This design comes from an exercise in tuning for small area on the open sky130 flow, not from production work.
RTL that was checked went through simulation tests only; none was proved equivalent to the original.
The clock port is modelled as an ideal driver; clocking choices that lean on that would not hold on a real chip.

==> exp/amber: inputs <==
Design car_video_top, start of the top module:
module car_video_top #(
  parameter int H_ACTIVE = 1280,
  parameter int H_FRONT  = 110,
  parameter int H_SYNC   = 40,
  parameter int H_BACK   = 220,
  parameter int V_ACTIVE = 720,
  parameter int V_FRONT  = 5,
  parameter int V_SYNC   = 5,
  parameter int V_BACK   = 20
) (
  input wire clk_100mhz,
  input wire sys_rst,
  input wire psel,
  input wire penable,
  input wire pwrite,
  input wire car_video_pkg::apb_addr_t paddr,
  input wire car_video_pkg::apb_data_t pwdata,
  output car_video_pkg::apb_data_t prdata,
  output logic pready,
  output logic pslverr,
  input wire [3:0] btn,
  output car_video_pkg::tmds_word_t tmds_red,
  output car_video_pkg::tmds_word_t tmds_green,
  output car_video_pkg::tmds_word_t tmds_blue
);
Settings: LEC_CHECK=0, CAP_MARGIN=0, CORE_MARGIN=2, CORE_UTILIZATION=65, CTS_BUF_LIST=sky130_fd_sc_hd__clkbuf_8, GPL_TIMING_DRIVEN=0, PLACE_DENSITY=0.8, SLEW_MARGIN=0; clock period 13.4 ns.
standard.sh (not shown) runs the stock make flow with config.mk's settings and CLKGATE_MAP_FILE= SYNTH_SCRIPT=/design/flow/synth_recipe.tcl, a recipe that flattens the netlist after the stock synthesis.
==> flow/flow/run.sh <==
#!/bin/bash
# The standard layout (standard.sh) with these changes:
#  - synthesis maps the logic with an area-oriented ABC script (flow/abc_area.script) in
#    place of ORFS's speed script; the rest of the synthesis script is ORFS's, unchanged,
#    so the registers are those of the standard synthesis
#  - port buffers are sky130_fd_sc_hd__buf_1 instead of the resizer's default pick
#  - the buffers ABC put in are removed at floorplan (repair_design re-buffers as needed)
#  - clock tree synthesis inserts no dummy loads, and clock buffers driving 12 or more
#    flip-flops are then swapped for clkbuf_16 (flow/post_cts.tcl) to keep clock slew low
set -euo pipefail
here=$PWD
rm -rf "$here/scripts_synth"
cp -r "$FLOW_HOME/scripts" "$here/scripts_synth"
cp "$here/flow/abc_area.script" "$here/scripts_synth/abc_speed.script"
SCRIPTS_DIR="$here/scripts_synth" bash standard.sh synth > synth.log 2>&1
export BUFFER_PORTS_ARGS="-buffer_cell sky130_fd_sc_hd__buf_1"
export REMOVE_ABC_BUFFERS=1
export CTS_ARGS="-sink_clustering_enable -repair_clock_nets -dont_use_dummy_load -buf_list sky130_fd_sc_hd__clkbuf_8"
export POST_CTS_TCL="$here/flow/post_cts.tcl"
bash standard.sh > standard.log 2>&1
==> flow/flow/abc_area.script <==
strash
&get -n
&st
&syn2
&dch
&nf -R 1000
&st
&syn2
&dch
&nf -R 1000
&put
topo
==> flow/flow/post_cts.tcl <==
set n_up 0
foreach inst [[ord::get_db_block] getInsts] {
  if {[[$inst getMaster] getName] ne "sky130_fd_sc_hd__clkbuf_8"} { continue }
  set net [[$inst findITerm X] getNet]
  if {$net eq "NULL"} { continue }
  set loads [expr {[llength [$net getITerms]] - 1}]
  if {$loads >= 12} {
    replace_cell [get_cells [$inst getName]] sky130_fd_sc_hd__clkbuf_16
    incr n_up
  }
}
puts "post_cts: upsized $n_up clock buffers"
if {$n_up > 0} {
  estimate_parasitics -placement
  detailed_placement
  check_placement -verbose
}
==> inputs of exp/willow, as changes to exp/amber <==
--- a/flow/design.v
+++ b/flow/design.v
@@ -101,12 +101,10 @@
   input wire pwrite,
   input wire [7:0] paddr,
   input wire [31:0] pwdata,
   input wire [3:0] btn,
   input wire new_frame,
-  input wire [17:0] pan_x,      
-  input wire [17:0] pan_y,      
   output logic [31:0] prdata,
   output logic pready,
   output logic pslverr,
   output logic signed [17:0] camera_x,
   output logic signed [17:0] camera_y,
@@ -115,10 +113,20 @@
   output logic [17:0] body_w_n,    
   output logic [17:0] body_h_n,    
   output logic [17:0] wheel_r_n,    
   output logic [3:0] bg_color
 );
+  function automatic [17:0] pan(input logic [17:0] v, input logic down);
+    logic [17:0] k;
+    logic c;
+    k = {{15{down}}, ~down, down, 1'b1};   
+    c = 1'b0;
+    for (int i = 0; i < 18; i++) begin
+      pan[i] = v[i] ^ k[i] ^ c;
+      c = (v[i] & k[i]) | (c & (v[i] ^ k[i]));
+    end
+  endfunction
   logic access, addr_ok, wr;
   logic [7:0] sel;
   logic [17:0] wdata;
   logic [17:0] rd;
   assign access  = psel && penable;
@@ -142,21 +150,23 @@
       3'd6: rd = ~wheel_r_n;
       default: rd = {14'd0, bg_color};
     endcase
   end
   assign prdata = (access && !pwrite && addr_ok) ? {{14{rd[17]}}, rd} : 32'd0;
-  logic pan_x_en, pan_y_en;
-  assign pan_x_en = new_frame && (btn[3] || btn[2]);
-  assign pan_y_en = new_frame && !btn[3] && !btn[2] && (btn[1] || btn[0]);
+  logic pan_x, pan_y;
+  assign pan_x = new_frame && (btn[3] || btn[2]);
+  assign pan_y = new_frame && !btn[3] && !btn[2] && (btn[1] || btn[0]);
   function automatic [17:0] with_rst(input logic [17:0] v, input logic [17:0] r);
     with_rst = sys_rst ? r : v;
   endfunction
+  logic [17:0] panned;
+  assign panned = pan((btn[3] || btn[2]) ? camera_x : camera_y, btn[3] || (!btn[2] && btn[1]));
   logic [7:0] ld;
   assign ld = {8{sys_rst}} | ({8{wr}} & sel);
   always_ff @(posedge clk_100mhz) begin
-    if (ld[0] || pan_x_en) camera_x <= ld[0] ? with_rst(wdata, 18'(0)) : pan_x;
-    if (ld[1] || pan_y_en) camera_y <= ld[1] ? with_rst(wdata, 18'(0)) : pan_y;
+    if (ld[0] || pan_x) camera_x <= ld[0] ? with_rst(wdata, 18'(0)) : panned;
+    if (ld[1] || pan_y) camera_y <= ld[1] ? with_rst(wdata, 18'(0)) : panned;
     if (ld[2]) car_x_n <= ~with_rst(wdata, 18'(500));
     if (ld[3]) car_y_n <= ~with_rst(wdata, 18'(300));
     if (ld[4]) body_w_n <= ~with_rst(wdata, 18'(200));
     if (ld[5]) body_h_n <= ~with_rst(wdata, 18'(100));
     if (ld[6]) wheel_r_n <= ~with_rst(wdata, 18'(25));
@@ -175,15 +185,11 @@
   input wire [17:0] car_y_n,
   input wire [17:0] body_w_n,
   input wire [17:0] body_h_n,
   input wire [17:0] wheel_r_n,
   input wire [3:0] bg_color,
-  input wire new_frame,
-  input wire [3:0] btn,
-  output logic [3:0] idx,
-  output logic [17:0] pan_x,     
-  output logic [17:0] pan_y      
+  output logic [3:0] idx
 );
   localparam logic [3:0] BLACK = 4'h0;
   localparam logic [3:0] RED   = 4'h3;
   localparam logic [3:0] BROWN = 4'h6;
   function automatic [18:0] add19(input logic [18:0] a, input logic [18:0] b, input logic cin);
@@ -198,15 +204,17 @@
     sx = {v[17], v};
   endfunction
   function automatic near_neg(input logic [18:0] z);
     near_neg = (&z[18:2]) && (z[1:0] != 2'b00);
   endfunction
-  function automatic [1:0] wheel_axis(input logic [17:0] d, input logic [17:0] r_n,
-                                      input logic [18:0] a, input logic [18:0] b);
+  function automatic [1:0] wheel_axis(input logic [17:0] d, input logic [17:0] r_n);
     logic s, dmin, ins, edg;
+    logic [18:0] a, b;
     s    = d[17];
     dmin = s && (d[16:0] == 17'd0);
+    a = add19(sx(d), sx(r_n), 1'b1);      
+    b = add19(sx(d), ~sx(r_n), 1'b0);     
     if (dmin) begin                       
       ins = (r_n != ~18'h20000);
       edg = (r_n == ~18'h20003);
     end else if (!s) begin                
       ins = a[18];
@@ -217,36 +225,19 @@
     end
     wheel_axis = {ins, edg};
   endfunction
   logic [17:0] dx, dy;
   logic [18:0] dxw, dyh;        
-  logic [18:0] ax1, bx1, ax2, bx2, ay, by;
   logic [1:0] wx1, wx2, wy;
   logic in_w1, in_w2, in_body, w_edge, b_edge;
-  localparam logic [17:0] PAN_X_OP = 18'(-(1280 + 1));
-  localparam logic [17:0] PAN_UP   = 18'(5 - 1);    
-  localparam logic [17:0] PAN_DN   = 18'(-5 - 1);
-  logic [17:0] car_x_op, car_y_op, r_op, bh_op;
-  assign car_x_op = new_frame ? PAN_X_OP : car_x_n;
-  assign car_y_op = new_frame ? 18'd0 : car_y_n;
-  assign r_op     = !new_frame ? wheel_r_n : btn[3] ? PAN_DN : PAN_UP;
-  assign bh_op    = !new_frame ? body_h_n : btn[1] ? PAN_DN : PAN_UP;
-  assign dx  = 18'(add19(add19(sx(camera_x), sx(car_x_op), 1'b0), {8'd0, hpos}, 1'b0));
-  assign dy  = 18'(add19(add19(sx(camera_y), sx(car_y_op), 1'b0), {9'd0, ypos}, 1'b0));
+  assign dx  = 18'(add19(add19(sx(camera_x), sx(car_x_n), 1'b0), {8'd0, hpos}, 1'b0));
+  assign dy  = 18'(add19(add19(sx(camera_y), sx(car_y_n), 1'b0), {9'd0, ypos}, 1'b0));
   assign dxw = add19(sx(dx), sx(body_w_n), 1'b1);
-  assign dyh = add19(sx(dy), sx(bh_op), 1'b1);
-  assign ax1 = add19(sx(dx), sx(r_op), 1'b1);          
-  assign bx1 = add19(sx(dx), ~sx(r_op), 1'b0);         
-  assign ax2 = add19(sx(dxw[17:0]), sx(r_op), 1'b1);   
-  assign bx2 = add19(sx(dxw[17:0]), ~sx(r_op), 1'b0);
-  assign ay  = add19(sx(dy), sx(r_op), 1'b1);
-  assign by  = add19(sx(dy), ~sx(r_op), 1'b0);
-  assign pan_x = ax1[17:0];
-  assign pan_y = dyh[17:0];
-  assign wx1 = wheel_axis(dx, wheel_r_n, ax1, bx1);
-  assign wx2 = wheel_axis(dxw[17:0], wheel_r_n, ax2, bx2);
-  assign wy  = wheel_axis(dy, wheel_r_n, ay, by);
+  assign dyh = add19(sx(dy), sx(body_h_n), 1'b1);
+  assign wx1 = wheel_axis(dx, wheel_r_n);
+  assign wx2 = wheel_axis(dxw[17:0], wheel_r_n);
+  assign wy  = wheel_axis(dy, wheel_r_n);
   assign in_w1   = wx1[1] && wy[1];
   assign in_w2   = wx2[1] && wy[1];
   assign w_edge  = wy[0] || (in_w1 ? wx1[0] : wx2[0]);
   assign in_body = !dx[17] && dxw[18] && !dy[17] && dyh[18];
   assign b_edge  = ((dx[17:2] == 16'd0) && (dx[1:0] != 2'b11)) || near_neg(dxw) ||
@@ -367,11 +358,10 @@
   logic [9:0] ypos;
   logic hsync_d, vsync_d, active_d, new_frame;
   logic signed [17:0] camera_x, camera_y;
   logic [17:0] car_x_n, car_y_n, body_w_n, body_h_n, wheel_r_n;
   logic [3:0] bg_color;
-  logic [17:0] pan_x, pan_y;
   logic [3:0] idx, idx_q1, idx_q2, idx_q3;
   logic rst_q3;
   logic signed [3:0] disp_r, disp_g, disp_b;
   logic signed [3:0] next_r, next_g, next_b;
   logic [9:0] word_r, word_g, word_b;
@@ -381,20 +371,20 @@
     .hsync_d(hsync_d), .vsync_d(vsync_d), .active_d(active_d), .new_frame(new_frame)
   );
   scene_regs i_scene_regs (
     .clk_100mhz(clk_100mhz), .sys_rst(sys_rst),
     .psel(psel), .penable(penable), .pwrite(pwrite), .paddr(paddr), .pwdata(pwdata),
-    .btn(btn), .new_frame(new_frame), .pan_x(pan_x), .pan_y(pan_y),
+    .btn(btn), .new_frame(new_frame),
     .prdata(prdata), .pready(pready), .pslverr(pslverr),
     .camera_x(camera_x), .camera_y(camera_y), .car_x_n(car_x_n), .car_y_n(car_y_n),
     .body_w_n(body_w_n), .body_h_n(body_h_n), .wheel_r_n(wheel_r_n), .bg_color(bg_color)
   );
   car_renderer i_car_renderer (
     .hpos(hpos), .ypos(ypos),
     .camera_x(camera_x), .camera_y(camera_y), .car_x_n(car_x_n), .car_y_n(car_y_n),
     .body_w_n(body_w_n), .body_h_n(body_h_n), .wheel_r_n(wheel_r_n), .bg_color(bg_color),
-    .new_frame(new_frame), .btn(btn), .idx(idx), .pan_x(pan_x), .pan_y(pan_y)
+    .idx(idx)
   );
   always_ff @(posedge clk_100mhz) begin
     idx_q1 <= idx;
     idx_q2 <= idx_q1;
     idx_q3 <= idx_q2;
@@ -417,10 +407,10 @@
       2'b01:   ctrl_b = CTRL_01;
       2'b10:   ctrl_b = CTRL_10;
       default: ctrl_b = CTRL_11;
     endcase
   end
-  assign tmds_red   = active_d ? word_r : rst_q3 ? 10'd0 : CTRL_00;
-  assign tmds_green = active_d ? word_g : rst_q3 ? 10'd0 : CTRL_00;
-  assign tmds_blue  = active_d ? word_b : rst_q3 ? 10'd0 : ctrl_b;
+  assign tmds_red   = rst_q3 ? 10'd0 : active_d ? word_r : CTRL_00;
+  assign tmds_green = rst_q3 ? 10'd0 : active_d ? word_g : CTRL_00;
+  assign tmds_blue  = rst_q3 ? 10'd0 : active_d ? word_b : ctrl_b;
 endmodule
 `default_nettype wire
==> flow/flow/run.sh (replaced) <==
#!/bin/bash
# The standard layout (standard.sh, synthesis unchanged) with two changes:
#  - port buffers are sky130_fd_sc_hd__buf_1 instead of the resizer's default pick
#  - clock tree synthesis inserts no dummy loads
set -euo pipefail
export BUFFER_PORTS_ARGS="-buffer_cell sky130_fd_sc_hd__buf_1"
export CTS_ARGS="-sink_clustering_enable -repair_clock_nets -dont_use_dummy_load -buf_list sky130_fd_sc_hd__clkbuf_8"
bash standard.sh > standard.log 2>&1
removed: flow/flow/abc_area.script
removed: flow/flow/post_cts.tcl
==> comparison table <==
Result of the run: exp/amber finished clean; exp/willow finished clean
WP data required: exp/amber 13.75 ns; exp/willow 13.80 ns
Starting Density: exp/amber 66.5%; exp/willow 66.1%
Total of plain and repair buffers excluding clock buffers: exp/amber 107; exp/willow 167
Adder and majority gate portion of the synthesized area: exp/amber 33.5%; exp/willow 33.3%
Cell Rows: exp/amber 53; exp/willow 55
Number of standard cells in the layout, taps in and fillers out: exp/amber 1657; exp/willow 1809
Met1 layer wirelength in the final routing: exp/amber 15800 microns; exp/willow 15900 microns
Minimum hold slack: exp/amber 0.327 ns; exp/willow 0.315 ns
Vias per cell: exp/amber 6.73; exp/willow 6.34
Overall global routing resource usage: exp/amber 38.2%; exp/willow 35.6%
Global-route met1 utilization: exp/amber 53.4%; exp/willow 49.0%
Number of inverters outside the clock class in the layout: exp/amber 135; exp/willow 187
Core utilization of the finished layout: exp/amber 71.7%; exp/willow 70.4%
Only the layout flow was run in exp/amber; the RTL was not checked for function there.

-- what the ideal ports hide --
In the flow no input, the clock included, has a driving cell. The finished layouts below were timed again as built, in two steps. Step 1 sets driving cells, clkbuf_16 on the clock port and buf_2 on the other inputs (assumed; they add their load-dependent delay and slew). Step 2 adds t to the input delays and takes it off the output delays; t is the mean of the earliest and latest rising clock arrival at the registers after step 1. Input paths then give back, and output paths get back, about the clock's delay inside the block. a / b / c = no drivers / after step 1 / after step 2; a / b = the first two.
run	shift t [ns]	slack for setup (ns)	worst hold slack (ns)
exp/amber	0.453	0.479 / 0.503 / 0.051	0.327 / 0.327 / 0.327
exp/willow	0.507	1.966 / 1.966 / 1.966	0.315 / 0.315 / 0.315
After both steps every run listed still meets setup and hold. The setup slack of exp/amber, which loses most, moves by +0.024 ns with the drivers and by -0.428 ns with both steps.
